Source: an optimization exercise on an open RTL-to-GDS flow (aim: small area and a short achievable clock period). Production flows keep margins and buffers that such runs may drop.
RTL that was checked went through simulation tests only; none was proved equivalent to the original.
For run 1, only the layout was checked, not whether the RTL still works.
Power is estimated from default activity; no workload was simulated.

## flow/design.v (module list and top-level ports; edited modules follow where they fit)
// module csa_fa: 10 lines
// module csa_ha: 9 lines
// module csa_fx: 12 lines
// module csa_x2: 7 lines
// module csa_hn: 9 lines
// module csa_xn: 7 lines
// module filter_tap_loader: 20 lines
// module horizontal_filter: 984 lines
// module row_result_store: 31 lines
// module vertical_filter: 389 lines
// module conv_top: 53 lines
module conv_top (
	input  logic    clk,
	input  logic    rst_n,
	input  logic    filter_valid,
	input  logic    image_valid,
	input  conv_pkg::sample_t in_data,
	output logic    out_valid,
	output conv_pkg::result_t out_data
);
  // ...
==> flow/run.sh <==
#!/bin/bash
# synth_recipe.tcl (not shown) runs the flow's synth.tcl, then flattens the netlist and writes it again
# the make line also repeats each setting of config.mk as NAME=value (left out here)
make -C /OpenROAD-flow-scripts/flow DESIGN_CONFIG=/design/flow/config.mk WORK_HOME=/design/flow/orfs CLKGATE_MAP_FILE= SYNTH_SCRIPT=/design/flow/synth_recipe.tcl finish
==> flow/config.mk <==
export PLATFORM = sky130hd
export DESIGN_NAME = conv_top
export DESIGN_NICKNAME = conv_top
export VERILOG_FILES = /design/flow/design.v
export SDC_FILE = /design/flow/constraint.sdc
export NUM_CORES = 4
export LEC_CHECK = 0
export ABC_CLOCK_PERIOD_IN_PS = 2100
export CAP_MARGIN = 20
export CORE_MARGIN = 2
export CORE_UTILIZATION = 40
export CTS_BUF_LIST = sky130_fd_sc_hd__clkbuf_16
export CTS_CLUSTER_DIAMETER = 150
export CTS_CLUSTER_SIZE = 25
export SETUP_SLACK_MARGIN = 2.4
export SLEW_MARGIN = 20
export SYNTH_HIERARCHICAL = 1
==> flow/constraint.sdc <==
create_clock -name core_clock -period 4.5 [get_ports {clk}]
set_input_delay 0.9000 -clock core_clock [delete_from_list [all_inputs] [get_ports {clk}]]
set_output_delay 0.9000 -clock core_clock [all_outputs]
set_load 0.01 [all_outputs]
==> out/results.txt, run 1 <==
Final Util -> 45.1%
Max Fanout on Critical Path -> 6
Hold path depth -> 0
Worst R2R Setup Slack -> 2.45 ns
Fin. Hold Viols -> 0
Initial DRC Count -> 463
Final cell count without fillers -> 1820
Status -> timing/DRC/antenna clean
Full die area -> 45300 um^2
Starting Density -> 40.5%
Slew @ Worst Pin -> 1.01 ns
Vias per cell -> 4.64
Reg2reg end -> u_horizontal_filter.out_data[13]
Synthesized area per cell -> 14.9 um^2
Slew headroom -> 32.8%
Clock buf/inv share -> 3.00%
Min Hold Slack -> 0.335 ns
Final non-filler cell area -> 19400 um^2
Grt met1 use -> 18.9%
Worst-path clk slew -> 0.10 ns
Antenna violations before repair -> 0
Clock buffers -> 20
Worst setup endpoint -> u_vertical_filter.ct_s0[29]
Critical path class -> in2reg
Clock latency on the worst-skew pair -> 0.56 ns
Crit-path slowest cell -> fa_2
Fin. max-slew vios -> 0
H-tree levels -> 1
First-pass GRT wire length -> 49800 um
WL met2 -> 14800 um
Final clock skew -> 0.0344 ns
#MultiIn Comb -> 700
Logic pwr share -> 48.0%
Dpl cells -> 1729
Dpl ws -> 1.66 ns
Top flop regs -> u_row_result_store.dl: 128 flops, u_horizontal_filter.rt_s0: 54 flops, u_filter_tap_loader.sr: 40 flops
Hold Path Sink -> u_vertical_filter.ct_s1[1]
Final worst path period share -> 45.8%
Detailed-route DRC error count -> 0
P_int -> 9.69 mW
Peak supply drop -> 0.000353 V
Switching Fraction -> 37.3%
Chip width -> 213 um
Pin count of the biggest net entering global routing -> 72
Critical Path Stages -> 6
==> module row_result_store, before the edit <==
module row_result_store (
	input  logic    clk,
	input  logic    rst_n,
	input  logic    image_valid,
	input  conv_pkg::sample_t in_data,
	output logic    res_flag,
	output conv_pkg::sample_t [conv_pkg::TAPS-1:0] col_pix
);
	localparam int DEPTH = conv_pkg::IMG_DIM * (conv_pkg::TAPS - 1);
	conv_pkg::sample_t [DEPTH-1:0] dl;
	logic [5:0] pix_pos;
	always_ff @(posedge clk) begin
		if (image_valid) begin
			dl <= {dl[DEPTH-2:0], in_data};
		end
	end
	always_ff @(posedge clk or negedge rst_n) begin
		if (!rst_n) begin
			pix_pos <= '0;
		end else if (image_valid) begin
			pix_pos <= pix_pos + 6'd1;
		end
	end
	assign res_flag = image_valid & pix_pos[5] & pix_pos[2];
	always_comb begin
		col_pix[conv_pkg::TAPS-1] = in_data;
		for (int j = 0; j < conv_pkg::TAPS - 1; j++) begin
			col_pix[j] = dl[conv_pkg::IMG_DIM * (conv_pkg::TAPS - 1 - j) - 1];
		end
	end
endmodule
==> module vertical_filter, before the edit <==
module vertical_filter (
	input  logic     clk,
	input  conv_pkg::sample_t [conv_pkg::TAPS-1:0] col_pix,
	input  conv_pkg::sample_t [conv_pkg::TAPS-1:0] col_taps,
	output conv_pkg::col_sum_t cs
);
	logic ct_n0;
	logic ct_n1;
	logic ct_n2;
	logic ct_n3;
	logic ct_n4;
	logic ct_n5;
	logic ct_n6;
	logic ct_n7;
	logic ct_n8;
	logic ct_n9;
	logic ct_n10;
	logic ct_n11;
	logic ct_n12;
	logic ct_n13;
	logic ct_n14;
	logic ct_n15;
	logic ct_n16;
	logic ct_n17;
	logic ct_n18;
	logic ct_n19;
	logic ct_n20;
	logic ct_n21;
	logic ct_n22;
	logic ct_n23;
	logic ct_n24;
	logic ct_n25;
	logic ct_n26;
	logic ct_n27;
	logic ct_n28;
	logic ct_n29;
	logic ct_n30;
	logic ct_n31;
	logic ct_n32;
	logic ct_n33;
	logic ct_n34;
	logic ct_n35;
	logic ct_n36;
	logic ct_n37;
	logic ct_n38;
	logic ct_n39;
	logic ct_n40;
	logic ct_n41;
	logic ct_n42;
	logic ct_n43;
	logic ct_n44;
	logic ct_n45;
	logic ct_n46;
	logic ct_n47;
	logic ct_n48;
	logic ct_n49;
	logic ct_n50;
	logic ct_n51;
	logic ct_n52;
	logic ct_n53;
	logic ct_n54;
	logic ct_n55;
	logic ct_n56;
	logic ct_n57;
	logic ct_n58;
	logic ct_n59;
	logic ct_n60;
	logic ct_n61;
	logic ct_n62;
	logic ct_n63;
	logic ct_n64;
	logic ct_n65;
	logic ct_n66;
	logic ct_n67;
	logic ct_n68;
	logic ct_n69;
	logic ct_n70;
	logic ct_n71;
	logic ct_n72;
	logic ct_n73;
	logic ct_n74;
	logic ct_n75;
	logic ct_n76;
	logic ct_n77;
	logic ct_n78;
	logic ct_n79;
	logic ct_n80;
	logic ct_n81;
	logic ct_n82;
	logic ct_n83;
	logic ct_n84;
	logic ct_n85;
	logic ct_n86;
	logic ct_n87;
	logic ct_n88;
	logic ct_n89;
	logic ct_n90;
	logic ct_n91;
	logic ct_n92;
	logic ct_n93;
	logic ct_n94;
	logic ct_n95;
	logic ct_n96;
	logic ct_n97;
	logic ct_n98;
	logic ct_n99;
	logic ct_n100;
	logic ct_n101;
	logic ct_n102;
	logic ct_n103;
	logic ct_n104;
	logic ct_n105;
	logic ct_n106;
	logic ct_n107;
	logic ct_n108;
	logic ct_n109;
	logic ct_n110;
	logic ct_n111;
	logic ct_n112;
	logic ct_n113;
	logic ct_n114;
	logic ct_n115;
	logic ct_n116;
	logic ct_n117;
	logic ct_n118;
	logic ct_n119;
	logic ct_n120;
	logic ct_n121;
	logic ct_n122;
	logic ct_n123;
	logic ct_n124;
	logic ct_n125;
	logic ct_n126;
	logic ct_n127;
	logic ct_n128;
	logic ct_n129;
	logic ct_n130;
	logic ct_n131;
	logic ct_n132;
	logic ct_n133;
	logic ct_n134;
	logic ct_n135;
	logic ct_n136;
	logic ct_n137;
	logic ct_n138;
	logic ct_n139;
	logic ct_n140;
	logic ct_n141;
	logic ct_n142;
	logic ct_n143;
	logic ct_n144;
	logic ct_n145;
	logic ct_n146;
	logic ct_n147;
	logic ct_n148;
	logic ct_n149;
	logic ct_n150;
	logic ct_n151;
	logic ct_n152;
	logic ct_n153;
	logic ct_n154;
	logic ct_n155;
	logic ct_n156;
	logic ct_n157;
	logic ct_n158;
	logic ct_n159;
	logic ct_n160;
	logic ct_n161;
	logic ct_n162;
	logic ct_n163;
	logic ct_n164;
	logic ct_n165;
	logic ct_n166;
	logic ct_n167;
	logic ct_n168;
	logic ct_n169;
	logic ct_n170;
	logic ct_n171;
	logic ct_n172;
	logic ct_n173;
	logic ct_n174;
	logic ct_n175;
	logic ct_n176;
	logic ct_n177;
	logic ct_n178;
	logic ct_n179;
	logic ct_n180;
	logic ct_n181;
	logic ct_n182;
	logic ct_n183;
	logic ct_n184;
	logic ct_n185;
	logic ct_n186;
	logic ct_n187;
	logic ct_n188;
	logic ct_n189;
	logic ct_n190;
	logic ct_n191;
	logic ct_n192;
	logic ct_n193;
	logic ct_n194;
	logic ct_n195;
	logic ct_n196;
	logic ct_n197;
	logic ct_n198;
	logic ct_n199;
	logic ct_n200;
	logic ct_n201;
	logic ct_n202;
	logic ct_n203;
	logic ct_n204;
	logic ct_n205;
	logic ct_n206;
	logic ct_n207;
	logic ct_n208;
	logic ct_n209;
	logic ct_n210;
	logic ct_n211;
	logic ct_n212;
	logic ct_n213;
	logic ct_n214;
	logic ct_n215;
	logic ct_n216;
	logic ct_n217;
	logic [9:0] ct_cpa;
	logic [34:0] ct_s0;
	logic [17:0] ct_s1;
	logic [9:0] ct_sum;
	assign ct_n0 = ~(col_pix[0][0] & col_taps[0][0]);
	assign ct_n1 = ~(col_pix[0][0] & col_taps[0][1]);
	assign ct_n2 = ~(col_pix[0][0] & col_taps[0][2]);
	assign ct_n3 = ~(col_pix[0][1] & col_taps[0][0]);
	assign ct_n4 = ~(col_pix[0][1] & col_taps[0][1]);
	assign ct_n5 = ~(col_pix[0][1] & col_taps[0][2]);
	assign ct_n6 = ~(col_pix[0][2] & col_taps[0][0]);
	assign ct_n7 = ~(col_pix[0][2] & col_taps[0][1]);
	assign ct_n8 = ~(col_pix[0][2] & col_taps[0][2]);
	assign ct_n9 = ~(col_pix[0][3] & col_taps[0][3]);
	assign ct_n10 = col_pix[0][0] & col_taps[0][3];
	assign ct_n11 = col_pix[0][1] & col_taps[0][3];
	assign ct_n12 = col_pix[0][2] & col_taps[0][3];
	assign ct_n13 = col_pix[0][3] & col_taps[0][0];
	assign ct_n14 = col_pix[0][3] & col_taps[0][1];
	assign ct_n15 = col_pix[0][3] & col_taps[0][2];
	assign ct_n16 = ~(col_pix[1][0] & col_taps[1][0]);
	assign ct_n17 = ~(col_pix[1][0] & col_taps[1][1]);
	assign ct_n18 = ~(col_pix[1][0] & col_taps[1][2]);
	assign ct_n19 = ~(col_pix[1][1] & col_taps[1][0]);
	assign ct_n20 = ~(col_pix[1][1] & col_taps[1][1]);
	assign ct_n21 = ~(col_pix[1][1] & col_taps[1][2]);
	assign ct_n22 = ~(col_pix[1][2] & col_taps[1][0]);
	assign ct_n23 = ~(col_pix[1][2] & col_taps[1][1]);
	assign ct_n24 = ~(col_pix[1][2] & col_taps[1][2]);
	assign ct_n25 = ~(col_pix[1][3] & col_taps[1][3]);
	assign ct_n26 = col_pix[1][0] & col_taps[1][3];
	assign ct_n27 = col_pix[1][1] & col_taps[1][3];
	assign ct_n28 = col_pix[1][2] & col_taps[1][3];
	assign ct_n29 = col_pix[1][3] & col_taps[1][0];
	assign ct_n30 = col_pix[1][3] & col_taps[1][1];
	assign ct_n31 = col_pix[1][3] & col_taps[1][2];
	assign ct_n32 = ~(col_pix[2][0] & col_taps[2][0]);
	assign ct_n33 = ~(col_pix[2][0] & col_taps[2][1]);
	assign ct_n34 = ~(col_pix[2][0] & col_taps[2][2]);
	assign ct_n35 = ~(col_pix[2][1] & col_taps[2][0]);
	assign ct_n36 = ~(col_pix[2][1] & col_taps[2][1]);
	assign ct_n37 = ~(col_pix[2][1] & col_taps[2][2]);
	assign ct_n38 = ~(col_pix[2][2] & col_taps[2][0]);
	assign ct_n39 = ~(col_pix[2][2] & col_taps[2][1]);
	assign ct_n40 = ~(col_pix[2][2] & col_taps[2][2]);
	assign ct_n41 = ~(col_pix[2][3] & col_taps[2][3]);
	assign ct_n42 = col_pix[2][0] & col_taps[2][3];
	assign ct_n43 = col_pix[2][1] & col_taps[2][3];
	assign ct_n44 = col_pix[2][2] & col_taps[2][3];
	assign ct_n45 = col_pix[2][3] & col_taps[2][0];
	assign ct_n46 = col_pix[2][3] & col_taps[2][1];
	assign ct_n47 = col_pix[2][3] & col_taps[2][2];
	assign ct_n48 = ~(col_pix[3][0] & col_taps[3][0]);
	assign ct_n49 = ~(col_pix[3][0] & col_taps[3][1]);
	assign ct_n50 = ~(col_pix[3][0] & col_taps[3][2]);
	assign ct_n51 = ~(col_pix[3][1] & col_taps[3][0]);
	assign ct_n52 = ~(col_pix[3][1] & col_taps[3][1]);
	assign ct_n53 = ~(col_pix[3][1] & col_taps[3][2]);
	assign ct_n54 = ~(col_pix[3][2] & col_taps[3][0]);
	assign ct_n55 = ~(col_pix[3][2] & col_taps[3][1]);
	assign ct_n56 = ~(col_pix[3][2] & col_taps[3][2]);
	assign ct_n57 = ~(col_pix[3][3] & col_taps[3][3]);
	assign ct_n58 = col_pix[3][0] & col_taps[3][3];
	assign ct_n59 = col_pix[3][1] & col_taps[3][3];
	assign ct_n60 = col_pix[3][2] & col_taps[3][3];
	assign ct_n61 = col_pix[3][3] & col_taps[3][0];
	assign ct_n62 = col_pix[3][3] & col_taps[3][1];
	assign ct_n63 = col_pix[3][3] & col_taps[3][2];
	assign ct_n64 = ~(col_pix[4][0] & col_taps[4][0]);
	assign ct_n65 = ~(col_pix[4][0] & col_taps[4][1]);
	assign ct_n66 = ~(col_pix[4][0] & col_taps[4][2]);
	assign ct_n67 = ~(col_pix[4][1] & col_taps[4][0]);
	assign ct_n68 = ~(col_pix[4][1] & col_taps[4][1]);
	assign ct_n69 = ~(col_pix[4][1] & col_taps[4][2]);
	assign ct_n70 = ~(col_pix[4][2] & col_taps[4][0]);
	assign ct_n71 = ~(col_pix[4][2] & col_taps[4][1]);
	assign ct_n72 = ~(col_pix[4][2] & col_taps[4][2]);
	assign ct_n73 = ~(col_pix[4][3] & col_taps[4][3]);
	assign ct_n74 = col_pix[4][0] & col_taps[4][3];
	assign ct_n75 = col_pix[4][1] & col_taps[4][3];
	assign ct_n76 = col_pix[4][2] & col_taps[4][3];
	assign ct_n77 = col_pix[4][3] & col_taps[4][0];
	assign ct_n78 = col_pix[4][3] & col_taps[4][1];
	assign ct_n79 = col_pix[4][3] & col_taps[4][2];
	csa_fa u_ct_0 (.a(ct_n0), .b(ct_n16), .c(ct_n32), .s(ct_n80), .co(ct_n81));
	csa_fa u_ct_1 (.a(ct_n48), .b(ct_n64), .c(ct_n80), .s(ct_n82), .co(ct_n83));
	csa_fa u_ct_2 (.a(ct_n1), .b(ct_n3), .c(ct_n17), .s(ct_n84), .co(ct_n85));
	csa_fa u_ct_3 (.a(ct_n19), .b(ct_n33), .c(ct_n35), .s(ct_n86), .co(ct_n87));
	csa_fa u_ct_4 (.a(ct_n49), .b(ct_n51), .c(ct_n65), .s(ct_n88), .co(ct_n89));
	csa_fa u_ct_5 (.a(ct_n67), .b(ct_n81), .c(ct_n84), .s(ct_n90), .co(ct_n91));
	csa_fx u_ct_6 (.a(ct_n86), .b(ct_n88), .c(ct_n83), .s(ct_n92), .co(ct_n93));
	csa_fa u_ct_7 (.a(ct_n2), .b(ct_n4), .c(ct_n6), .s(ct_n94), .co(ct_n95));
	csa_fa u_ct_8 (.a(ct_n18), .b(ct_n20), .c(ct_n22), .s(ct_n96), .co(ct_n97));
	csa_fa u_ct_9 (.a(ct_n34), .b(ct_n36), .c(ct_n38), .s(ct_n98), .co(ct_n99));
	csa_fa u_ct_10 (.a(ct_n50), .b(ct_n52), .c(ct_n54), .s(ct_n100), .co(ct_n101));
	csa_fa u_ct_11 (.a(ct_n66), .b(ct_n68), .c(ct_n70), .s(ct_n102), .co(ct_n103));
	csa_fa u_ct_12 (.a(ct_n85), .b(ct_n87), .c(ct_n89), .s(ct_n104), .co(ct_n105));
	csa_fa u_ct_13 (.a(ct_n94), .b(ct_n96), .c(ct_n98), .s(ct_n106), .co(ct_n107));
	csa_fx u_ct_14 (.a(ct_n100), .b(ct_n102), .c(ct_n91), .s(ct_n108), .co(ct_n109));
	csa_fa u_ct_15 (.a(ct_n5), .b(ct_n7), .c(ct_n21), .s(ct_n110), .co(ct_n111));
	csa_fa u_ct_16 (.a(ct_n23), .b(ct_n37), .c(ct_n39), .s(ct_n112), .co(ct_n113));
	csa_fa u_ct_17 (.a(ct_n53), .b(ct_n55), .c(ct_n69), .s(ct_n114), .co(ct_n115));
	csa_fa u_ct_18 (.a(ct_n71), .b(ct_n10), .c(ct_n13), .s(ct_n116), .co(ct_n117));
	csa_fa u_ct_19 (.a(ct_n26), .b(ct_n29), .c(ct_n42), .s(ct_n118), .co(ct_n119));
	csa_fa u_ct_20 (.a(ct_n45), .b(ct_n58), .c(ct_n61), .s(ct_n120), .co(ct_n121));
	csa_fa u_ct_21 (.a(ct_n74), .b(ct_n77), .c(ct_n95), .s(ct_n122), .co(ct_n123));
	csa_fa u_ct_22 (.a(ct_n97), .b(ct_n99), .c(ct_n101), .s(ct_n124), .co(ct_n125));
	csa_fa u_ct_23 (.a(ct_n103), .b(ct_n110), .c(ct_n112), .s(ct_n126), .co(ct_n127));
	csa_fa u_ct_24 (.a(ct_n114), .b(ct_n116), .c(ct_n118), .s(ct_n128), .co(ct_n129));
	csa_fx u_ct_25 (.a(ct_n120), .b(ct_n105), .c(ct_n122), .s(ct_n130), .co(ct_n131));
	csa_ha u_ct_26 (.a(ct_n8), .b(ct_n24), .s(ct_n132), .co(ct_n133));
	csa_fa u_ct_27 (.a(ct_n40), .b(ct_n56), .c(ct_n72), .s(ct_n134), .co(ct_n135));
	csa_fa u_ct_28 (.a(ct_n11), .b(ct_n14), .c(ct_n27), .s(ct_n136), .co(ct_n137));
	csa_fa u_ct_29 (.a(ct_n30), .b(ct_n43), .c(ct_n46), .s(ct_n138), .co(ct_n139));
	csa_fa u_ct_30 (.a(ct_n59), .b(ct_n62), .c(ct_n75), .s(ct_n140), .co(ct_n141));
	csa_fa u_ct_31 (.a(ct_n78), .b(ct_n132), .c(ct_n111), .s(ct_n142), .co(ct_n143));
	csa_fa u_ct_32 (.a(ct_n113), .b(ct_n115), .c(ct_n117), .s(ct_n144), .co(ct_n145));
	csa_fa u_ct_33 (.a(ct_n119), .b(ct_n121), .c(ct_n134), .s(ct_n146), .co(ct_n147));
	csa_fa u_ct_34 (.a(ct_n136), .b(ct_n138), .c(ct_n140), .s(ct_n148), .co(ct_n149));
	csa_fx u_ct_35 (.a(ct_n123), .b(ct_n125), .c(ct_n142), .s(ct_n150), .co(ct_n151));
	csa_fa u_ct_36 (.a(ct_n12), .b(ct_n15), .c(ct_n28), .s(ct_n152), .co(ct_n153));
	csa_fa u_ct_37 (.a(ct_n31), .b(ct_n44), .c(ct_n47), .s(ct_n154), .co(ct_n155));
	csa_fa u_ct_38 (.a(ct_n60), .b(ct_n63), .c(ct_n76), .s(ct_n156), .co(ct_n157));
	csa_fa u_ct_39 (.a(ct_n79), .b(ct_n133), .c(ct_n135), .s(ct_n158), .co(ct_n159));
	csa_fa u_ct_40 (.a(ct_n137), .b(ct_n139), .c(ct_n141), .s(ct_n160), .co(ct_n161));
	csa_fa u_ct_41 (.a(ct_n152), .b(ct_n154), .c(ct_n156), .s(ct_n162), .co(ct_n163));
	csa_fx u_ct_42 (.a(ct_n143), .b(ct_n145), .c(ct_n158), .s(ct_n164), .co(ct_n165));
	csa_ha u_ct_43 (.a(ct_n9), .b(ct_n25), .s(ct_n166), .co(ct_n167));
	csa_fa u_ct_44 (.a(ct_n41), .b(ct_n57), .c(ct_n73), .s(ct_n168), .co(ct_n169));
	csa_fa u_ct_45 (.a(ct_n166), .b(ct_n153), .c(ct_n155), .s(ct_n170), .co(ct_n171));
	csa_fa u_ct_46 (.a(ct_n157), .b(ct_n168), .c(ct_n159), .s(ct_n172), .co(ct_n173));
	csa_ha u_ct_47 (.a(ct_n167), .b(ct_n169), .s(ct_n174), .co(ct_n175));
	csa_fa u_ct_48 (.a(ct_s0[3]), .b(ct_s0[4]), .c(ct_s0[5]), .s(ct_n176), .co(ct_n177));
	csa_fa u_ct_49 (.a(ct_s0[7]), .b(ct_s0[8]), .c(ct_s0[9]), .s(ct_n178), .co(ct_n179));
	csa_fa u_ct_50 (.a(ct_s0[10]), .b(ct_s0[11]), .c(ct_s0[12]), .s(ct_n180), .co(ct_n181));
	csa_fa u_ct_51 (.a(ct_n177), .b(ct_n178), .c(ct_n180), .s(ct_n182), .co(ct_n183));
	csa_fa u_ct_52 (.a(ct_s0[13]), .b(ct_s0[14]), .c(ct_s0[15]), .s(ct_n184), .co(ct_n185));
	csa_fa u_ct_53 (.a(ct_s0[16]), .b(ct_s0[17]), .c(ct_s0[18]), .s(ct_n186), .co(ct_n187));
	csa_fa u_ct_54 (.a(ct_s0[19]), .b(ct_n179), .c(ct_n181), .s(ct_n188), .co(ct_n189));
	csa_fa u_ct_55 (.a(ct_n184), .b(ct_n186), .c(ct_n183), .s(ct_n190), .co(ct_n191));
	csa_fa u_ct_56 (.a(ct_s0[20]), .b(ct_s0[21]), .c(ct_s0[22]), .s(ct_n192), .co(ct_n193));
	csa_fa u_ct_57 (.a(ct_s0[23]), .b(ct_s0[24]), .c(ct_s0[25]), .s(ct_n194), .co(ct_n195));
	csa_fa u_ct_58 (.a(ct_n185), .b(ct_n187), .c(ct_n192), .s(ct_n196), .co(ct_n197));
	csa_fa u_ct_59 (.a(ct_n194), .b(ct_n189), .c(ct_n196), .s(ct_n198), .co(ct_n199));
	csa_fa u_ct_60 (.a(ct_s0[26]), .b(ct_s0[27]), .c(ct_s0[28]), .s(ct_n200), .co(ct_n201));
	csa_fa u_ct_61 (.a(ct_s0[29]), .b(ct_s0[30]), .c(ct_n193), .s(ct_n202), .co(ct_n203));
	csa_fa u_ct_62 (.a(ct_n195), .b(ct_n200), .c(ct_n197), .s(ct_n204), .co(ct_n205));
	csa_fa u_ct_63 (.a(ct_s0[31]), .b(ct_s0[32]), .c(ct_s0[33]), .s(ct_n206), .co(ct_n207));
	csa_fa u_ct_64 (.a(ct_n201), .b(ct_n206), .c(ct_n203), .s(ct_n208), .co(ct_n209));
	csa_ha u_ct_65 (.a(ct_s0[34]), .b(ct_n207), .s(ct_n210), .co(ct_n211));
	csa_hn u_ct_66 (.a(ct_s1[10]), .b(ct_s1[11]), .s(ct_n212), .co(ct_n213));
	csa_hn u_ct_67 (.a(ct_s1[13]), .b(ct_s1[14]), .s(ct_n214), .co(ct_n215));
	csa_hn u_ct_68 (.a(ct_s1[15]), .b(ct_s1[16]), .s(ct_n216), .co(ct_n217));
	assign ct_cpa = {ct_s1[17], ct_n215, ct_n213, ct_s1[12], ct_s1[8], ct_s1[6], ct_s1[5], ct_s1[3], ct_s1[1], ct_s1[0]} + {ct_n217, ct_n216, ct_n214, ct_n212, ct_s1[9], ct_s1[7], 1'b1, ct_s1[4], ct_s1[2], 1'b1} + 10'd1;
	assign ct_sum = ~ct_cpa;
	always_ff @(posedge clk) begin
		ct_s0 <= {ct_n175, ct_n173, ct_n171, ct_n174, ct_n172, ct_n165, ct_n163, ct_n170, ct_n161, ct_n164, ct_n151, ct_n162, ct_n160, ct_n149, ct_n147, ct_n150, ct_n131, ct_n148, ct_n146, ct_n129, ct_n144, ct_n127, ct_n130, ct_n109, ct_n128, ct_n126, ct_n124, ct_n107, ct_n93, ct_n108, ct_n106, ct_n104, ct_n92, ct_n90, ct_n82};
	end
	always_ff @(posedge clk) begin
		ct_s1 <= {ct_n211, ct_n210, ct_n209, ct_n208, ct_n205, ct_n204, ct_n199, ct_n202, ct_n198, ct_n191, ct_n190, ct_n188, ct_n182, ct_n176, ct_s0[6], ct_s0[2], ct_s0[1], ct_s0[0]};
	end
	always_ff @(posedge clk) begin
		cs <= ct_sum;
	end
endmodule
==> module conv_top, before the edit <==
module conv_top (
	input  logic    clk,
	input  logic    rst_n,
	input  logic    filter_valid,
	input  logic    image_valid,
	input  conv_pkg::sample_t in_data,
	output logic    out_valid,
	output conv_pkg::result_t out_data
);
	localparam int COL_LAT = 3;
	localparam int ROW_LAT = 2;
	conv_pkg::sample_t [conv_pkg::TAPS-1:0] row_taps;
	conv_pkg::sample_t [conv_pkg::TAPS-1:0] col_taps;
	logic       res_flag;
	conv_pkg::sample_t [conv_pkg::TAPS-1:0] col_pix;
	conv_pkg::col_sum_t cs;
	logic [COL_LAT+ROW_LAT-1:0] res_pipe;
	filter_tap_loader u_filter_tap_loader (
		.clk          (clk),
		.filter_valid (filter_valid),
		.in_data      (in_data),
		.row_taps     (row_taps),
		.col_taps     (col_taps)
	);
	row_result_store u_row_result_store (
		.clk         (clk),
		.rst_n       (rst_n),
		.image_valid (image_valid),
		.in_data     (in_data),
		.res_flag    (res_flag),
		.col_pix     (col_pix)
	);
	vertical_filter u_vertical_filter (
		.clk       (clk),
		.col_pix   (col_pix),
		.col_taps  (col_taps),
		.cs        (cs)
	);
	horizontal_filter u_horizontal_filter (
		.clk       (clk),
		.cs        (cs),
		.row_taps  (row_taps),
		.out_data  (out_data)
	);
	always_ff @(posedge clk or negedge rst_n) begin
		if (!rst_n) begin
			res_pipe <= '0;
		end else begin
			res_pipe <= {res_pipe[COL_LAT+ROW_LAT-2:0], res_flag};
		end
	end
	assign out_valid = res_pipe[COL_LAT+ROW_LAT-1];
endmodule
==> run 2, diff against run 1 <==
--- a/flow/design.v
+++ b/flow/design.v
@@ -1074,7 +1074,8 @@
 	input  logic    image_valid,
 	input  conv_pkg::sample_t in_data,
 	output logic    res_flag,
-	output conv_pkg::sample_t [conv_pkg::TAPS-1:0] col_pix
+	output conv_pkg::sample_t [conv_pkg::TAPS-1:0] col_pix,
+	output conv_pkg::sample_t [conv_pkg::TAPS-1:0] col_pix_d
 );
 	localparam int DEPTH = conv_pkg::IMG_DIM * (conv_pkg::TAPS - 1);
 	conv_pkg::sample_t [DEPTH-1:0] dl;
@@ -1098,11 +1099,18 @@
 			col_pix[j] = dl[conv_pkg::IMG_DIM * (conv_pkg::TAPS - 1 - j) - 1];
 		end
 	end
+	always_comb begin
+		col_pix_d[0] = dl[DEPTH-1];
+		for (int j = 1; j < conv_pkg::TAPS; j++) begin
+			col_pix_d[j] = dl[conv_pkg::IMG_DIM * (conv_pkg::TAPS - 1 - j)];
+		end
+	end
 endmodule
 `timescale 1ns/10ps
 module vertical_filter (
 	input  logic     clk,
 	input  conv_pkg::sample_t [conv_pkg::TAPS-1:0] col_pix,
+	input  conv_pkg::sample_t [conv_pkg::TAPS-1:0] col_pix_d,
 	input  conv_pkg::sample_t [conv_pkg::TAPS-1:0] col_taps,
 	output conv_pkg::col_sum_t cs
 );
@@ -1325,8 +1333,8 @@
 	logic ct_n216;
 	logic ct_n217;
 	logic [9:0] ct_cpa;
-	logic [34:0] ct_s0;
-	logic [17:0] ct_s1;
+	logic [27:0] ct_s0;
+	logic [18:0] ct_s1;
 	logic [9:0] ct_sum;
 	assign ct_n0 = ~(col_pix[0][0] & col_taps[0][0]);
 	assign ct_n1 = ~(col_pix[0][0] & col_taps[0][1]);
@@ -1392,98 +1400,98 @@
 	assign ct_n61 = col_pix[3][3] & col_taps[3][0];
 	assign ct_n62 = col_pix[3][3] & col_taps[3][1];
 	assign ct_n63 = col_pix[3][3] & col_taps[3][2];
-	assign ct_n64 = ~(col_pix[4][0] & col_taps[4][0]);
-	assign ct_n65 = ~(col_pix[4][0] & col_taps[4][1]);
-	assign ct_n66 = ~(col_pix[4][0] & col_taps[4][2]);
-	assign ct_n67 = ~(col_pix[4][1] & col_taps[4][0]);
-	assign ct_n68 = ~(col_pix[4][1] & col_taps[4][1]);
-	assign ct_n69 = ~(col_pix[4][1] & col_taps[4][2]);
-	assign ct_n70 = ~(col_pix[4][2] & col_taps[4][0]);
-	assign ct_n71 = ~(col_pix[4][2] & col_taps[4][1]);
-	assign ct_n72 = ~(col_pix[4][2] & col_taps[4][2]);
-	assign ct_n73 = ~(col_pix[4][3] & col_taps[4][3]);
-	assign ct_n74 = col_pix[4][0] & col_taps[4][3];
-	assign ct_n75 = col_pix[4][1] & col_taps[4][3];
-	assign ct_n76 = col_pix[4][2] & col_taps[4][3];
-	assign ct_n77 = col_pix[4][3] & col_taps[4][0];
-	assign ct_n78 = col_pix[4][3] & col_taps[4][1];
-	assign ct_n79 = col_pix[4][3] & col_taps[4][2];
-	csa_fa u_ct_0 (.a(ct_n0), .b(ct_n16), .c(ct_n32), .s(ct_n80), .co(ct_n81));
-	csa_fa u_ct_1 (.a(ct_n48), .b(ct_n64), .c(ct_n80), .s(ct_n82), .co(ct_n83));
-	csa_fa u_ct_2 (.a(ct_n1), .b(ct_n3), .c(ct_n17), .s(ct_n84), .co(ct_n85));
-	csa_fa u_ct_3 (.a(ct_n19), .b(ct_n33), .c(ct_n35), .s(ct_n86), .co(ct_n87));
-	csa_fa u_ct_4 (.a(ct_n49), .b(ct_n51), .c(ct_n65), .s(ct_n88), .co(ct_n89));
-	csa_fa u_ct_5 (.a(ct_n67), .b(ct_n81), .c(ct_n84), .s(ct_n90), .co(ct_n91));
-	csa_fx u_ct_6 (.a(ct_n86), .b(ct_n88), .c(ct_n83), .s(ct_n92), .co(ct_n93));
-	csa_fa u_ct_7 (.a(ct_n2), .b(ct_n4), .c(ct_n6), .s(ct_n94), .co(ct_n95));
-	csa_fa u_ct_8 (.a(ct_n18), .b(ct_n20), .c(ct_n22), .s(ct_n96), .co(ct_n97));
-	csa_fa u_ct_9 (.a(ct_n34), .b(ct_n36), .c(ct_n38), .s(ct_n98), .co(ct_n99));
-	csa_fa u_ct_10 (.a(ct_n50), .b(ct_n52), .c(ct_n54), .s(ct_n100), .co(ct_n101));
-	csa_fa u_ct_11 (.a(ct_n66), .b(ct_n68), .c(ct_n70), .s(ct_n102), .co(ct_n103));
-	csa_fa u_ct_12 (.a(ct_n85), .b(ct_n87), .c(ct_n89), .s(ct_n104), .co(ct_n105));
-	csa_fa u_ct_13 (.a(ct_n94), .b(ct_n96), .c(ct_n98), .s(ct_n106), .co(ct_n107));
-	csa_fx u_ct_14 (.a(ct_n100), .b(ct_n102), .c(ct_n91), .s(ct_n108), .co(ct_n109));
-	csa_fa u_ct_15 (.a(ct_n5), .b(ct_n7), .c(ct_n21), .s(ct_n110), .co(ct_n111));
-	csa_fa u_ct_16 (.a(ct_n23), .b(ct_n37), .c(ct_n39), .s(ct_n112), .co(ct_n113));
-	csa_fa u_ct_17 (.a(ct_n53), .b(ct_n55), .c(ct_n69), .s(ct_n114), .co(ct_n115));
-	csa_fa u_ct_18 (.a(ct_n71), .b(ct_n10), .c(ct_n13), .s(ct_n116), .co(ct_n117));
-	csa_fa u_ct_19 (.a(ct_n26), .b(ct_n29), .c(ct_n42), .s(ct_n118), .co(ct_n119));
-	csa_fa u_ct_20 (.a(ct_n45), .b(ct_n58), .c(ct_n61), .s(ct_n120), .co(ct_n121));
-	csa_fa u_ct_21 (.a(ct_n74), .b(ct_n77), .c(ct_n95), .s(ct_n122), .co(ct_n123));
-	csa_fa u_ct_22 (.a(ct_n97), .b(ct_n99), .c(ct_n101), .s(ct_n124), .co(ct_n125));
-	csa_fa u_ct_23 (.a(ct_n103), .b(ct_n110), .c(ct_n112), .s(ct_n126), .co(ct_n127));
-	csa_fa u_ct_24 (.a(ct_n114), .b(ct_n116), .c(ct_n118), .s(ct_n128), .co(ct_n129));
-	csa_fx u_ct_25 (.a(ct_n120), .b(ct_n105), .c(ct_n122), .s(ct_n130), .co(ct_n131));
-	csa_ha u_ct_26 (.a(ct_n8), .b(ct_n24), .s(ct_n132), .co(ct_n133));
-	csa_fa u_ct_27 (.a(ct_n40), .b(ct_n56), .c(ct_n72), .s(ct_n134), .co(ct_n135));
-	csa_fa u_ct_28 (.a(ct_n11), .b(ct_n14), .c(ct_n27), .s(ct_n136), .co(ct_n137));
-	csa_fa u_ct_29 (.a(ct_n30), .b(ct_n43), .c(ct_n46), .s(ct_n138), .co(ct_n139));
-	csa_fa u_ct_30 (.a(ct_n59), .b(ct_n62), .c(ct_n75), .s(ct_n140), .co(ct_n141));
-	csa_fa u_ct_31 (.a(ct_n78), .b(ct_n132), .c(ct_n111), .s(ct_n142), .co(ct_n143));
-	csa_fa u_ct_32 (.a(ct_n113), .b(ct_n115), .c(ct_n117), .s(ct_n144), .co(ct_n145));
-	csa_fa u_ct_33 (.a(ct_n119), .b(ct_n121), .c(ct_n134), .s(ct_n146), .co(ct_n147));
-	csa_fa u_ct_34 (.a(ct_n136), .b(ct_n138), .c(ct_n140), .s(ct_n148), .co(ct_n149));
-	csa_fx u_ct_35 (.a(ct_n123), .b(ct_n125), .c(ct_n142), .s(ct_n150), .co(ct_n151));
-	csa_fa u_ct_36 (.a(ct_n12), .b(ct_n15), .c(ct_n28), .s(ct_n152), .co(ct_n153));
-	csa_fa u_ct_37 (.a(ct_n31), .b(ct_n44), .c(ct_n47), .s(ct_n154), .co(ct_n155));
-	csa_fa u_ct_38 (.a(ct_n60), .b(ct_n63), .c(ct_n76), .s(ct_n156), .co(ct_n157));
-	csa_fa u_ct_39 (.a(ct_n79), .b(ct_n133), .c(ct_n135), .s(ct_n158), .co(ct_n159));
-	csa_fa u_ct_40 (.a(ct_n137), .b(ct_n139), .c(ct_n141), .s(ct_n160), .co(ct_n161));
-	csa_fa u_ct_41 (.a(ct_n152), .b(ct_n154), .c(ct_n156), .s(ct_n162), .co(ct_n163));
-	csa_fx u_ct_42 (.a(ct_n143), .b(ct_n145), .c(ct_n158), .s(ct_n164), .co(ct_n165));
-	csa_ha u_ct_43 (.a(ct_n9), .b(ct_n25), .s(ct_n166), .co(ct_n167));
-	csa_fa u_ct_44 (.a(ct_n41), .b(ct_n57), .c(ct_n73), .s(ct_n168), .co(ct_n169));
-	csa_fa u_ct_45 (.a(ct_n166), .b(ct_n153), .c(ct_n155), .s(ct_n170), .co(ct_n171));
-	csa_fa u_ct_46 (.a(ct_n157), .b(ct_n168), .c(ct_n159), .s(ct_n172), .co(ct_n173));
-	csa_ha u_ct_47 (.a(ct_n167), .b(ct_n169), .s(ct_n174), .co(ct_n175));
-	csa_fa u_ct_48 (.a(ct_s0[3]), .b(ct_s0[4]), .c(ct_s0[5]), .s(ct_n176), .co(ct_n177));
-	csa_fa u_ct_49 (.a(ct_s0[7]), .b(ct_s0[8]), .c(ct_s0[9]), .s(ct_n178), .co(ct_n179));
-	csa_fa u_ct_50 (.a(ct_s0[10]), .b(ct_s0[11]), .c(ct_s0[12]), .s(ct_n180), .co(ct_n181));
-	csa_fa u_ct_51 (.a(ct_n177), .b(ct_n178), .c(ct_n180), .s(ct_n182), .co(ct_n183));
-	csa_fa u_ct_52 (.a(ct_s0[13]), .b(ct_s0[14]), .c(ct_s0[15]), .s(ct_n184), .co(ct_n185));
-	csa_fa u_ct_53 (.a(ct_s0[16]), .b(ct_s0[17]), .c(ct_s0[18]), .s(ct_n186), .co(ct_n187));
-	csa_fa u_ct_54 (.a(ct_s0[19]), .b(ct_n179), .c(ct_n181), .s(ct_n188), .co(ct_n189));
-	csa_fa u_ct_55 (.a(ct_n184), .b(ct_n186), .c(ct_n183), .s(ct_n190), .co(ct_n191));
-	csa_fa u_ct_56 (.a(ct_s0[20]), .b(ct_s0[21]), .c(ct_s0[22]), .s(ct_n192), .co(ct_n193));
-	csa_fa u_ct_57 (.a(ct_s0[23]), .b(ct_s0[24]), .c(ct_s0[25]), .s(ct_n194), .co(ct_n195));
-	csa_fa u_ct_58 (.a(ct_n185), .b(ct_n187), .c(ct_n192), .s(ct_n196), .co(ct_n197));
-	csa_fa u_ct_59 (.a(ct_n194), .b(ct_n189), .c(ct_n196), .s(ct_n198), .co(ct_n199));
-	csa_fa u_ct_60 (.a(ct_s0[26]), .b(ct_s0[27]), .c(ct_s0[28]), .s(ct_n200), .co(ct_n201));
-	csa_fa u_ct_61 (.a(ct_s0[29]), .b(ct_s0[30]), .c(ct_n193), .s(ct_n202), .co(ct_n203));
-	csa_fa u_ct_62 (.a(ct_n195), .b(ct_n200), .c(ct_n197), .s(ct_n204), .co(ct_n205));
-	csa_fa u_ct_63 (.a(ct_s0[31]), .b(ct_s0[32]), .c(ct_s0[33]), .s(ct_n206), .co(ct_n207));
-	csa_fa u_ct_64 (.a(ct_n201), .b(ct_n206), .c(ct_n203), .s(ct_n208), .co(ct_n209));
-	csa_ha u_ct_65 (.a(ct_s0[34]), .b(ct_n207), .s(ct_n210), .co(ct_n211));
-	csa_hn u_ct_66 (.a(ct_s1[10]), .b(ct_s1[11]), .s(ct_n212), .co(ct_n213));
-	csa_hn u_ct_67 (.a(ct_s1[13]), .b(ct_s1[14]), .s(ct_n214), .co(ct_n215));
-	csa_hn u_ct_68 (.a(ct_s1[15]), .b(ct_s1[16]), .s(ct_n216), .co(ct_n217));
-	assign ct_cpa = {ct_s1[17], ct_n215, ct_n213, ct_s1[12], ct_s1[8], ct_s1[6], ct_s1[5], ct_s1[3], ct_s1[1], ct_s1[0]} + {ct_n217, ct_n216, ct_n214, ct_n212, ct_s1[9], ct_s1[7], 1'b1, ct_s1[4], ct_s1[2], 1'b1} + 10'd1;
+	csa_fa u_ct_0 (.a(ct_n0), .b(ct_n16), .c(ct_n32), .s(ct_n64), .co(ct_n65));
+	csa_fa u_ct_1 (.a(ct_n1), .b(ct_n3), .c(ct_n17), .s(ct_n66), .co(ct_n67));
+	csa_fa u_ct_2 (.a(ct_n19), .b(ct_n33), .c(ct_n35), .s(ct_n68), .co(ct_n69));
+	csa_fa u_ct_3 (.a(ct_n49), .b(ct_n51), .c(ct_n65), .s(ct_n70), .co(ct_n71));
+	csa_fx u_ct_4 (.a(ct_n66), .b(ct_n68), .c(ct_n70), .s(ct_n72), .co(ct_n73));
+	csa_fa u_ct_5 (.a(ct_n2), .b(ct_n4), .c(ct_n6), .s(ct_n74), .co(ct_n75));
+	csa_fa u_ct_6 (.a(ct_n18), .b(ct_n20), .c(ct_n22), .s(ct_n76), .co(ct_n77));
+	csa_fa u_ct_7 (.a(ct_n34), .b(ct_n36), .c(ct_n38), .s(ct_n78), .co(ct_n79));
+	csa_fa u_ct_8 (.a(ct_n50), .b(ct_n52), .c(ct_n54), .s(ct_n80), .co(ct_n81));
+	csa_fa u_ct_9 (.a(ct_n67), .b(ct_n69), .c(ct_n74), .s(ct_n82), .co(ct_n83));
+	csa_fa u_ct_10 (.a(ct_n76), .b(ct_n78), .c(ct_n80), .s(ct_n84), .co(ct_n85));
+	csa_fa u_ct_11 (.a(ct_n5), .b(ct_n7), .c(ct_n21), .s(ct_n86), .co(ct_n87));
+	csa_fa u_ct_12 (.a(ct_n23), .b(ct_n37), .c(ct_n39), .s(ct_n88), .co(ct_n89));
+	csa_fa u_ct_13 (.a(ct_n53), .b(ct_n55), .c(ct_n10), .s(ct_n90), .co(ct_n91));
+	csa_fa u_ct_14 (.a(ct_n13), .b(ct_n26), .c(ct_n29), .s(ct_n92), .co(ct_n93));
+	csa_fa u_ct_15 (.a(ct_n42), .b(ct_n45), .c(ct_n58), .s(ct_n94), .co(ct_n95));
+	csa_fa u_ct_16 (.a(ct_n61), .b(ct_n75), .c(ct_n77), .s(ct_n96), .co(ct_n97));
+	csa_fa u_ct_17 (.a(ct_n79), .b(ct_n81), .c(ct_n86), .s(ct_n98), .co(ct_n99));
+	csa_fa u_ct_18 (.a(ct_n88), .b(ct_n90), .c(ct_n92), .s(ct_n100), .co(ct_n101));
+	csa_fx u_ct_19 (.a(ct_n94), .b(ct_n83), .c(ct_n96), .s(ct_n102), .co(ct_n103));
+	csa_ha u_ct_20 (.a(ct_n8), .b(ct_n24), .s(ct_n104), .co(ct_n105));
+	csa_fa u_ct_21 (.a(ct_n40), .b(ct_n56), .c(ct_n11), .s(ct_n106), .co(ct_n107));
+	csa_fa u_ct_22 (.a(ct_n14), .b(ct_n27), .c(ct_n30), .s(ct_n108), .co(ct_n109));
+	csa_fa u_ct_23 (.a(ct_n43), .b(ct_n46), .c(ct_n59), .s(ct_n110), .co(ct_n111));
+	csa_fa u_ct_24 (.a(ct_n62), .b(ct_n104), .c(ct_n87), .s(ct_n112), .co(ct_n113));
+	csa_fa u_ct_25 (.a(ct_n89), .b(ct_n91), .c(ct_n93), .s(ct_n114), .co(ct_n115));
+	csa_fa u_ct_26 (.a(ct_n95), .b(ct_n106), .c(ct_n108), .s(ct_n116), .co(ct_n117));
+	csa_fx u_ct_27 (.a(ct_n110), .b(ct_n97), .c(ct_n112), .s(ct_n118), .co(ct_n119));
+	csa_fa u_ct_28 (.a(ct_n12), .b(ct_n15), .c(ct_n28), .s(ct_n120), .co(ct_n121));
+	csa_fa u_ct_29 (.a(ct_n31), .b(ct_n44), .c(ct_n47), .s(ct_n122), .co(ct_n123));
+	csa_fa u_ct_30 (.a(ct_n60), .b(ct_n63), .c(ct_n105), .s(ct_n124), .co(ct_n125));
+	csa_fa u_ct_31 (.a(ct_n107), .b(ct_n109), .c(ct_n111), .s(ct_n126), .co(ct_n127));
+	csa_fa u_ct_32 (.a(ct_n120), .b(ct_n122), .c(ct_n124), .s(ct_n128), .co(ct_n129));
+	csa_fx u_ct_33 (.a(ct_n113), .b(ct_n115), .c(ct_n117), .s(ct_n130), .co(ct_n131));
+	csa_ha u_ct_34 (.a(ct_n9), .b(ct_n25), .s(ct_n132), .co(ct_n133));
+	csa_fa u_ct_35 (.a(ct_n41), .b(ct_n57), .c(ct_n132), .s(ct_n134), .co(ct_n135));
+	csa_fa u_ct_36 (.a(ct_n121), .b(ct_n123), .c(ct_n125), .s(ct_n136), .co(ct_n137));
+	csa_fx u_ct_37 (.a(ct_n134), .b(ct_n127), .c(ct_n136), .s(ct_n138), .co(ct_n139));
+	csa_ha u_ct_38 (.a(ct_n133), .b(ct_n135), .s(ct_n140), .co(ct_n141));
+	assign ct_n142 = ~(col_pix_d[4][0] & col_taps[4][0]);
+	assign ct_n143 = ~(col_pix_d[4][0] & col_taps[4][1]);
+	assign ct_n144 = ~(col_pix_d[4][0] & col_taps[4][2]);
+	assign ct_n145 = ~(col_pix_d[4][1] & col_taps[4][0]);
+	assign ct_n146 = ~(col_pix_d[4][1] & col_taps[4][1]);
+	assign ct_n147 = ~(col_pix_d[4][1] & col_taps[4][2]);
+	assign ct_n148 = ~(col_pix_d[4][2] & col_taps[4][0]);
+	assign ct_n149 = ~(col_pix_d[4][2] & col_taps[4][1]);
+	assign ct_n150 = ~(col_pix_d[4][2] & col_taps[4][2]);
+	assign ct_n151 = ~(col_pix_d[4][3] & col_taps[4][3]);
+	assign ct_n152 = col_pix_d[4][0] & col_taps[4][3];
+	assign ct_n153 = col_pix_d[4][1] & col_taps[4][3];
+	assign ct_n154 = col_pix_d[4][2] & col_taps[4][3];
+	assign ct_n155 = col_pix_d[4][3] & col_taps[4][0];
+	assign ct_n156 = col_pix_d[4][3] & col_taps[4][1];
+	assign ct_n157 = col_pix_d[4][3] & col_taps[4][2];
+	csa_fa u_ct_39 (.a(ct_s0[0]), .b(ct_s0[1]), .c(ct_n142), .s(ct_n158), .co(ct_n159));
+	csa_fa u_ct_40 (.a(ct_s0[2]), .b(ct_n143), .c(ct_n145), .s(ct_n160), .co(ct_n161));
+	csa_fa u_ct_41 (.a(ct_s0[3]), .b(ct_s0[4]), .c(ct_s0[5]), .s(ct_n162), .co(ct_n163));
+	csa_fa u_ct_42 (.a(ct_s0[6]), .b(ct_n144), .c(ct_n146), .s(ct_n164), .co(ct_n165));
+	csa_fa u_ct_43 (.a(ct_n148), .b(ct_n162), .c(ct_n161), .s(ct_n166), .co(ct_n167));
+	csa_fa u_ct_44 (.a(ct_s0[7]), .b(ct_s0[8]), .c(ct_s0[9]), .s(ct_n168), .co(ct_n169));
+	csa_fa u_ct_45 (.a(ct_s0[10]), .b(ct_n147), .c(ct_n149), .s(ct_n170), .co(ct_n171));
+	csa_fa u_ct_46 (.a(ct_n152), .b(ct_n155), .c(ct_n163), .s(ct_n172), .co(ct_n173));
+	csa_fa u_ct_47 (.a(ct_n168), .b(ct_n165), .c(ct_n170), .s(ct_n174), .co(ct_n175));
+	csa_fx u_ct_48 (.a(ct_n172), .b(ct_n167), .c(ct_n174), .s(ct_n176), .co(ct_n177));
+	csa_fa u_ct_49 (.a(ct_s0[11]), .b(ct_s0[12]), .c(ct_s0[13]), .s(ct_n178), .co(ct_n179));
+	csa_fa u_ct_50 (.a(ct_s0[14]), .b(ct_s0[15]), .c(ct_s0[16]), .s(ct_n180), .co(ct_n181));
+	csa_fa u_ct_51 (.a(ct_n150), .b(ct_n153), .c(ct_n156), .s(ct_n182), .co(ct_n183));
+	csa_fa u_ct_52 (.a(ct_n169), .b(ct_n178), .c(ct_n180), .s(ct_n184), .co(ct_n185));
+	csa_fa u_ct_53 (.a(ct_n171), .b(ct_n182), .c(ct_n173), .s(ct_n186), .co(ct_n187));
+	csa_fx u_ct_54 (.a(ct_n184), .b(ct_n175), .c(ct_n186), .s(ct_n188), .co(ct_n189));
+	csa_fa u_ct_55 (.a(ct_s0[17]), .b(ct_s0[18]), .c(ct_s0[19]), .s(ct_n190), .co(ct_n191));
+	csa_fa u_ct_56 (.a(ct_s0[20]), .b(ct_n154), .c(ct_n157), .s(ct_n192), .co(ct_n193));
+	csa_fa u_ct_57 (.a(ct_n179), .b(ct_n181), .c(ct_n190), .s(ct_n194), .co(ct_n195));
+	csa_fa u_ct_58 (.a(ct_n183), .b(ct_n192), .c(ct_n185), .s(ct_n196), .co(ct_n197));
+	csa_fa u_ct_59 (.a(ct_s0[21]), .b(ct_s0[22]), .c(ct_s0[23]), .s(ct_n198), .co(ct_n199));
+	csa_fa u_ct_60 (.a(ct_n151), .b(ct_n191), .c(ct_n198), .s(ct_n200), .co(ct_n201));
+	csa_fa u_ct_61 (.a(ct_n193), .b(ct_n195), .c(ct_n200), .s(ct_n202), .co(ct_n203));
+	csa_fa u_ct_62 (.a(ct_s0[24]), .b(ct_s0[25]), .c(ct_s0[26]), .s(ct_n204), .co(ct_n205));
+	csa_fa u_ct_63 (.a(ct_n199), .b(ct_n204), .c(ct_n201), .s(ct_n206), .co(ct_n207));
+	csa_ha u_ct_64 (.a(ct_s0[27]), .b(ct_n205), .s(ct_n208), .co(ct_n209));
+	csa_fx u_ct_65 (.a(ct_s1[8]), .b(ct_s1[9]), .c(ct_s1[10]), .s(ct_n210), .co(ct_n211));
+	csa_hn u_ct_66 (.a(ct_s1[12]), .b(ct_s1[13]), .s(ct_n212), .co(ct_n213));
+	csa_hn u_ct_67 (.a(ct_s1[14]), .b(ct_s1[15]), .s(ct_n214), .co(ct_n215));
+	csa_hn u_ct_68 (.a(ct_s1[16]), .b(ct_s1[17]), .s(ct_n216), .co(ct_n217));
+	assign ct_cpa = {ct_s1[18], ct_n215, ct_n213, ct_n211, ct_s1[11], ct_s1[6], ct_s1[5], ct_s1[3], ct_s1[1], ct_s1[0]} + {ct_n217, ct_n216, ct_n214, ct_n212, ct_n210, ct_s1[7], 1'b1, ct_s1[4], ct_s1[2], 1'b1} + 10'd1;
 	assign ct_sum = ~ct_cpa;
 	always_ff @(posedge clk) begin
-		ct_s0 <= {ct_n175, ct_n173, ct_n171, ct_n174, ct_n172, ct_n165, ct_n163, ct_n170, ct_n161, ct_n164, ct_n151, ct_n162, ct_n160, ct_n149, ct_n147, ct_n150, ct_n131, ct_n148, ct_n146, ct_n129, ct_n144, ct_n127, ct_n130, ct_n109, ct_n128, ct_n126, ct_n124, ct_n107, ct_n93, ct_n108, ct_n106, ct_n104, ct_n92, ct_n90, ct_n82};
+		ct_s0 <= {ct_n141, ct_n139, ct_n140, ct_n137, ct_n138, ct_n131, ct_n129, ct_n130, ct_n119, ct_n128, ct_n126, ct_n103, ct_n118, ct_n116, ct_n101, ct_n114, ct_n99, ct_n102, ct_n100, ct_n98, ct_n85, ct_n73, ct_n84, ct_n82, ct_n71, ct_n72, ct_n64, ct_n48};
 	end
 	always_ff @(posedge clk) begin
-		ct_s1 <= {ct_n211, ct_n210, ct_n209, ct_n208, ct_n205, ct_n204, ct_n199, ct_n202, ct_n198, ct_n191, ct_n190, ct_n188, ct_n182, ct_n176, ct_s0[6], ct_s0[2], ct_s0[1], ct_s0[0]};
+		ct_s1 <= {ct_n209, ct_n208, ct_n207, ct_n206, ct_n203, ct_n202, ct_n197, ct_n189, ct_n196, ct_n187, ct_n194, ct_n188, ct_n177, ct_n176, ct_n166, ct_n164, ct_n160, ct_n159, ct_n158};
 	end
 	always_ff @(posedge clk) begin
 		cs <= ct_sum;
@@ -1505,6 +1513,7 @@
 	conv_pkg::sample_t [conv_pkg::TAPS-1:0] col_taps;
 	logic       res_flag;
 	conv_pkg::sample_t [conv_pkg::TAPS-1:0] col_pix;
+	conv_pkg::sample_t [conv_pkg::TAPS-1:0] col_pix_d;
 	conv_pkg::col_sum_t cs;
 	logic [COL_LAT+ROW_LAT-1:0] res_pipe;
 	filter_tap_loader u_filter_tap_loader (
@@ -1520,11 +1529,13 @@
 		.image_valid (image_valid),
 		.in_data     (in_data),
 		.res_flag    (res_flag),
-		.col_pix     (col_pix)
+		.col_pix     (col_pix),
+		.col_pix_d   (col_pix_d)
 	);
 	vertical_filter u_vertical_filter (
 		.clk       (clk),
 		.col_pix   (col_pix),
+		.col_pix_d (col_pix_d),
 		.col_taps  (col_taps),
 		.cs        (cs)
 	);
==> flow/config.mk (replaced) <==
export PLATFORM = sky130hd
export DESIGN_NAME = conv_top
export DESIGN_NICKNAME = conv_top
export VERILOG_FILES = /design/flow/design.v
export SDC_FILE = /design/flow/constraint.sdc
export NUM_CORES = 4
export LEC_CHECK = 0
export ABC_CLOCK_PERIOD_IN_PS = 2050
export CAP_MARGIN = 20
export CORE_MARGIN = 2
export CORE_UTILIZATION = 40
export CTS_BUF_LIST = sky130_fd_sc_hd__clkbuf_16
export CTS_CLUSTER_DIAMETER = 150
export CTS_CLUSTER_SIZE = 25
export SETUP_SLACK_MARGIN = 2.45
export SLEW_MARGIN = 20
export SYNTH_HIERARCHICAL = 1
==> run 2 against run 1 <==
  * Clock skew is 0.020 ns lower
  * Die area down 0.57%
  * Sequential cell count shrank 6
  * Synthesized cell count stayed put
  * Still clean
  * Setup slack better by 0.016 ns
==> out/results.txt, run 2 <==
Status -> timing/DRC/antenna clean (unchanged)
CP delay by family, top -> adder cells (unchanged)
Fin Setup TNS -> 0 ns (unchanged)
Fin. Hold Viols -> 0 (unchanged)
Fillers -> 3751 (was 3750)
WL final -> 30300 um (about the same)
Most frequent cells in the layout -> 207 x dfxtp_1, 190 x nand2_1, 179 x fa_1 (was 211 x dfxtp_1, 195 x fa_1, 191 x nand2_1)
Worst Setup Slack, final -> 2.46 ns (was 2.44 ns)
Power Dens Cells -> 814 nW/um^2 (was 796 nW/um^2)
Area growth syn-to-layout -> 12.4% (was 11.3%)
Mapped Nets -> 1414 (was 1417)
Total clock buffers created by CTS -> 19 (was 20)
Synthesized area per cell -> 14.9 um^2 (about the same)
Post-route ant nets -> 0 (unchanged)
Post-Syn Instances -> 1167 (unchanged)
Max Fanout on Critical Path -> 4 (was 6)
Final setup viols -> 0 (unchanged)
Layout cell share with drive strength beyond 1 -> 14.7% (was 12.1%)
CP required -> 4.93 ns (was 4.95 ns)
Max reg flops -> 128 (unchanged)
Clock root cell -> clkbuf_16 (unchanged)
H-tree levels -> 1 (unchanged)
Vert. Die Dim -> 212 um (was 213 um)
Max Cap Viol -> 0 (unchanged)
Clock latency on the worst-skew pair -> 0.54 ns (was 0.56 ns)
N_diodes -> 0 (unchanged)
Post-DP Area -> 18100 um^2 (was 18200 um^2)
Buffers and inverters on the worst path -> 1 (unchanged)
Startpoint types -> register (was primary input)
Crit-path slowest cell -> edfxtp_1 (was fa_2)
Final non-filler cell area -> 19500 um^2 (was 19400 um^2)
Highest metal used -> met4 (unchanged)
DR pass1 iterations -> 6 (was 4)
GRT Residual Overflow -> 0 (unchanged)
Most flop-heavy register -> u_row_result_store.dl (unchanged)
Mapped Area -> 17300 um^2 (was 17400 um^2)
Unrepaired setup endpoints after global routing -> true (unchanged)
Final worst path period share -> 45.4% (was 45.8%)
Met1 wire length -> 13700 um (was 13800 um)
Core area -> 42900 um^2 (was 43100 um^2)
Final Net Count -> 1483 (was 1473)
Commonest non-fill, non-tap cell in the layout -> dfxtp_1 (unchanged)
Chip width -> 212 um (was 213 um)
Pin count of the biggest net entering global routing -> 87 (was 72)
Worst-path clk slew -> 0.10 ns (about the same)
Routed len/inst -> 16.6 um (about the same)
Crit path arrival time -> 2.48 ns (was 2.51 ns)
Final clock skew -> 0.0142 ns (was 0.0344 ns)
Synth Warn # -> 13 (unchanged)
Final HPWL DP -> 21100 um (was 21000 um)
CP dominant cell by count -> fa_1 (was fa_2)
Fmax -> 0.489 GHz (was 0.486 GHz)
Row cnt -> 76 (unchanged)
Worst R2R Path Depth -> 6 (was 8)
Antenna violations before repair -> 0 (unchanged)
IO Pins -> 25 (unchanged)
Slew @ Worst Pin -> 1.01 ns (about the same)
Fin. max-slew vios -> 0 (unchanged)
Dpl ws -> 2.24 ns (was 1.66 ns)
Worst path max stage delay -> 0.45 ns (was 0.39 ns)
Hold Buf Count CTS -> 0 (unchanged)
Clk sinks -> 399 (was 405)
Top flop regs -> u_row_result_store.dl: 128 flops, u_horizontal_filter.rt_s0: 54 flops, u_filter_tap_loader.sr: 40 flops (unchanged)
Leak -> 7.36 nW (was 7.35 nW)
Met3 WL -> 1160 um (was 1070 um)
Initial DRC Count -> 520 (was 463)
Critical path class -> reg2reg (was in2reg)
Slew headroom -> 33.0% (was 32.8%)
Peak supply drop -> 0.000425 V (was 0.000353 V)
Gr usage total -> 14.2% (about the same)
Post-layout min period -> 2.04 ns (was 2.06 ns)
Port-buffer cells -> 24 (unchanged)
Number of global-route vias before repair -> 9271 (was 9335)
CTS max path bufs -> 3 (unchanged)
First-pass GRT wire length -> 49500 um (was 49800 um)
Worst path cell trace -> buf_4 > nand2_1 > fa_1 > fa_1 > xor2_2 > a22o_1 (was dlygate4sd2_1 > nand2_1 > fa_2 > fa_2 > xor2_2 > a22o_1)
Hold path depth -> 0 (unchanged)
CP Capture Type -> register (unchanged)
HP Class -> reg2reg (unchanged)
Vias per cell -> 4.68 (was 4.64)
Starting Density -> 40.4% (was 40.5%)
Detailed-route DRC error count -> 0 (unchanged)
WL met2 -> 14800 um (about the same)
CTS tree -> yes (unchanged)
DR vias -> 8562 (was 8447)
Gpl congestion -> 0.864 (was 0.851)
Critical Path Stages -> 6 (unchanged)
Full die area -> 45000 um^2 (was 45300 um^2)
[run 2: layer usage]
metal	global-route usage (%)	vias to the layer above
li1	-	3933
met1	19.4	4433
met2	24.0	150
met3	1.88	46
met4	3.57	0
met5	0	-
[run 2: worst paths after layout]
check                                        startpoint                       endpoint  slack, ns
max reg2reg                  u_filter_tap_loader.sr[36]  u_horizontal_filter.rt_s0[48]       2.46
min reg2reg                u_horizontal_filter.rt_s0[0]   u_horizontal_filter.rt_s1[0]       0.34
min in group asynchronous                         rst_n                    res_pipe[3]       0.68
max in group asynchronous                         rst_n  u_row_result_store.pix_pos[0]       3.51
min                        u_horizontal_filter.rt_s0[0]   u_horizontal_filter.rt_s1[0]       0.34
max                          u_filter_tap_loader.sr[36]  u_horizontal_filter.rt_s0[48]       2.46
[run 2: cell type report]
| class | instances | area, um^2 | share of cell area (%) |
|---|---|---|---|
| clock buffers | 19 | 475 | 2.44 |
| flip-flops and latches | 399 | 9750 | 50.0 |
| clock inverters | 11 | 46.3 | 0.238 |
| well taps | 585 | 732 | 3.76 |
| repair buffers | 96 | 872 | 4.47 |
| inverters | 14 | 52.6 | 0.270 |
| multi-input cells | 706 | 7560 | 38.8 |
[run 2: metrics by stage]
step / total power, mW / cells / hold WS (ns) / util, %
after floorplan: 11.5 / 1167 / 0.310 / -
after global placement: 13.4 / 1729 / 0.316 / 42.1
after global routing: 17.4 / 1830 / 0.352 / 45.4
after CTS: 15.7 / 1814 / 0.342 / 44.7
final: 15.9 / 1830 / 0.339 / 45.4
after detailed placement: 13.5 / 1729 / 0.318 / 42.1
[run 2: worst register-to-register path, cell delays in order, from the launching register on]
cell and delay [ns]:
edfxtp_1 0.45, buf_4 0.17, nand2_1 0.07, fa_1 0.38, fa_1 0.44, xor2_2 0.21, a22o_1 0.21
[run 2: power by group]
group / internal, mW / switching [mW] / leakage (nW) / total, mW
clock network: 0.777 / 1.08 / 0.292 / 1.86
logic: 3.97 / 4.06 / 3.43 / 8.03
registers: 5.15 / 0.825 / 3.64 / 5.97
[run 2: what timing repair did]
| item | 4_1_cts | 5_1_grt |
|---|---|---|
| hold endpoints to repair | 0 | 0 |
| buffers inserted | 55 | 16 |
| pin swaps | 11 | 21 |
| cloned | 0 | 0 |
| setup endpoints to repair | 58 | 52 |
| resized for setup | 47 | 71 |
==> run 3, diff against run 2 <==
==> flow/config.mk (replaced) <==
export PLATFORM = sky130hd
export DESIGN_NAME = conv_top
export DESIGN_NICKNAME = conv_top
export VERILOG_FILES = /design/flow/design.v
export SDC_FILE = /design/flow/constraint.sdc
export NUM_CORES = 4
export LEC_CHECK = 0
export ABC_CLOCK_PERIOD_IN_PS = 2100
export CAP_MARGIN = 20
export CORE_MARGIN = 2
export CORE_UTILIZATION = 40
export CTS_BUF_LIST = sky130_fd_sc_hd__clkbuf_16
export CTS_CLUSTER_DIAMETER = 150
export CTS_CLUSTER_SIZE = 25
export SETUP_SLACK_MARGIN = 2.4
export SLEW_MARGIN = 20
export SYNTH_HIERARCHICAL = 1
==> run 3 against run 2 <==
  * Combinational power is 5.6% lower
  * Final cell count is 0.16% lower
  * Die area stayed put
  * Utilization is 0.39 points lower
  * Fmax is 0.16% lower
  * Clock power is 5% higher
  * Count of clock-buffer cells in the layout is 1 higher
  * Worst hold slack worse by 0.0062 ns
  * Non-clock buffer count is 6 lower
  * Register-to-register slack hardly changed
  * Highest routed layer unchanged
==> out/results.txt, run 3 <==
Post-layout min period -> 2.05 ns (was 2.04 ns)
Final cell count without fillers -> 1827 (was 1830)
CP Capture Type -> register (unchanged)
Max Fanout on Critical Path -> 5 (was 4)
Slew @ Worst Pin -> 0.972 ns (was 1.01 ns)
CP Launch Point -> u_row_result_store.dl[62] (was u_filter_tap_loader.sr[36])
Initial DRC Count -> 477 (was 520)
Post-route ant nets -> 0 (unchanged)
Top flop regs -> u_row_result_store.dl: 128 flops, u_horizontal_filter.rt_s0: 54 flops, u_filter_tap_loader.sr: 40 flops (unchanged)
HP Start -> u_horizontal_filter.rt_s0[53] (was u_horizontal_filter.rt_s0[0])
Port-buffer cells -> 24 (unchanged)
DR pass1 iterations -> 5 (was 6)
Power Dens Cells -> 803 nW/um^2 (was 814 nW/um^2)
Final Net Count -> 1478 (was 1483)
Vias per cell -> 4.61 (was 4.68)
Pin count of the biggest net entering global routing -> 66 (was 87)
Worst path cell trace -> nand2_1 > fa_1 > fa_2 > xor2_2 > a22o_1 (was buf_4 > nand2_1 > fa_1 > fa_1 > xor2_2 > a22o_1)
Status -> timing/DRC/antenna clean (unchanged)
R2R Path Start -> u_row_result_store.dl[62] (was u_filter_tap_loader.sr[36])
Synth Warn # -> 13 (unchanged)
Crit path arrival time -> 2.49 ns (was 2.48 ns)
Met3 usage -> 2.05% (was 1.88%)
Final clock skew -> 0.0275 ns (was 0.0142 ns)
Hold Buf Count CTS -> 0 (unchanged)
Grt met2 use -> 24.3% (was 24.0%)
Slew headroom -> 35.2% (was 33.0%)
Fin. Hold Viols -> 0 (unchanged)
Starting Density -> 40.4% (unchanged)
DR vias -> 8431 (was 8562)
Vert. Die Dim -> 212 um (unchanged)
Post-Syn Instances -> 1167 (unchanged)
Gr usage total -> 14.2% (about the same)
WL final -> 30200 um (was 30300 um)
Fmax -> 0.489 GHz (about the same)
Crit-path slowest cell -> edfxtp_1 (unchanged)
Mapped Nets -> 1414 (unchanged)
GRT Residual Overflow -> 0 (unchanged)
CP required -> 4.94 ns (was 4.93 ns)
Layout cell share with drive strength beyond 1 -> 11.9% (was 14.7%)
IO Pins -> 25 (unchanged)
Routed len/inst -> 16.5 um (was 16.6 um)
Final HPWL DP -> 20900 um (was 21100 um)
Antenna violations before repair -> 0 (unchanged)
H-tree levels -> 1 (unchanged)
Max Cap Viol -> 0 (unchanged)
Most flop-heavy register -> u_row_result_store.dl (unchanged)
Final setup viols -> 0 (unchanged)
Core area -> 42900 um^2 (unchanged)
Chip width -> 212 um (unchanged)
run 3: final timing paths:
path | to | slack, ns | cells after the start
max in group asynchronous | res_pipe[3] | 3.46 | 1
hold / removal | u_horizontal_filter.rt_s1[37] | 0.33 | 0
setup reg to reg | u_vertical_filter.ct_s0[26] | 2.45 | 5
setup / recovery | u_vertical_filter.ct_s0[26] | 2.45 | 5
min in group asynchronous | u_row_result_store.pix_pos[0] | 0.69 | 1
hold reg to reg | u_horizontal_filter.rt_s1[37] | 0.33 | 0
run 3: area by class of cell:
type	instances	area [um^2]
clock buffers	20	500
clock inverters	13	81.3
fillers	3763	23600
inverters	14	52.6
multi-input cells	706	7420
flip-flops and latches	399	9760
well taps	585	732
repair buffers	90	774
run 3: per-layer routing:
metal	part of all wire [%]	vias to the layer above
li1	-	3932
met1	45	4322
met2	50	146
met3	3.6	31
met4	1.5	0
met5	0	-
run 3: per-stage QoR:
stage | hold slack (ns) | total power [mW] | setup slack, ns
after floorplan | 0.310 | 11.5 | 2.44
after CTS | 0.337 | 15.6 | 2.37
final | 0.333 | 15.5 | 2.45
after global routing | 0.344 | 17.1 | 2.34
after detailed placement | 0.314 | 13.5 | 2.17
after global placement | 0.316 | 13.3 | 2.21
run 3: where the power goes:
part           internal, mW  total (mW)  switching (mW)
Clock                 0.834        1.96            1.12
Combinational          3.72        7.58            3.87
Sequential             5.15        5.97           0.825
Total                  9.70        15.5            5.82
run 3: repair_timing:
action | in CTS | in global routing
endpoints found under the setup margin | 46 | 32
buffers inserted | 45 | 19
gates resized for setup | 35 | 35
pin swaps | 4 | 21
run 3: critical path, delay by kind of cell (launching register included):
kind	cells	cell delay, ns
compound gates	1	0.21
simple gates	1	0.13
xor+xnor	1	0.20
fa+ha+maj	2	0.91
flops	1	0.50

-- separate check: timing with driven ports --
In the flow no input, the clock included, has a driving cell. The finished layouts below were timed again as built, in two steps. Step 1 sets driving cells, clkbuf_16 on the clock port and buf_2 on the other inputs (assumed; they add their load-dependent delay and slew). Step 2 adds t to the input delays and takes it off the output delays; t is the mean of the earliest and latest rising clock arrival at the registers after step 1. Input paths then give back, and output paths get back, about the clock's delay inside the block. a / b / c = no drivers / after step 1 / after step 2; a / b = the first two.
| run | t, ns | slack for setup (ns) | slew at the worst register clock pin (ns) |
|---|---|---|---|
| run 1 | 0.593 | 2.440 / 2.413 / 1.882 | 0.11 / 0.11 |
| run 2 | 0.585 | 2.456 / 2.446 / 2.259 | 0.10 / 0.10 |
| run 3 | 0.584 | 2.453 / 2.424 / 2.209 | 0.10 / 0.10 |
After both steps every run listed still meets setup and hold. The setup slack of run 1, which loses most, moves by -0.027 ns with the drivers and by -0.558 ns with both steps.
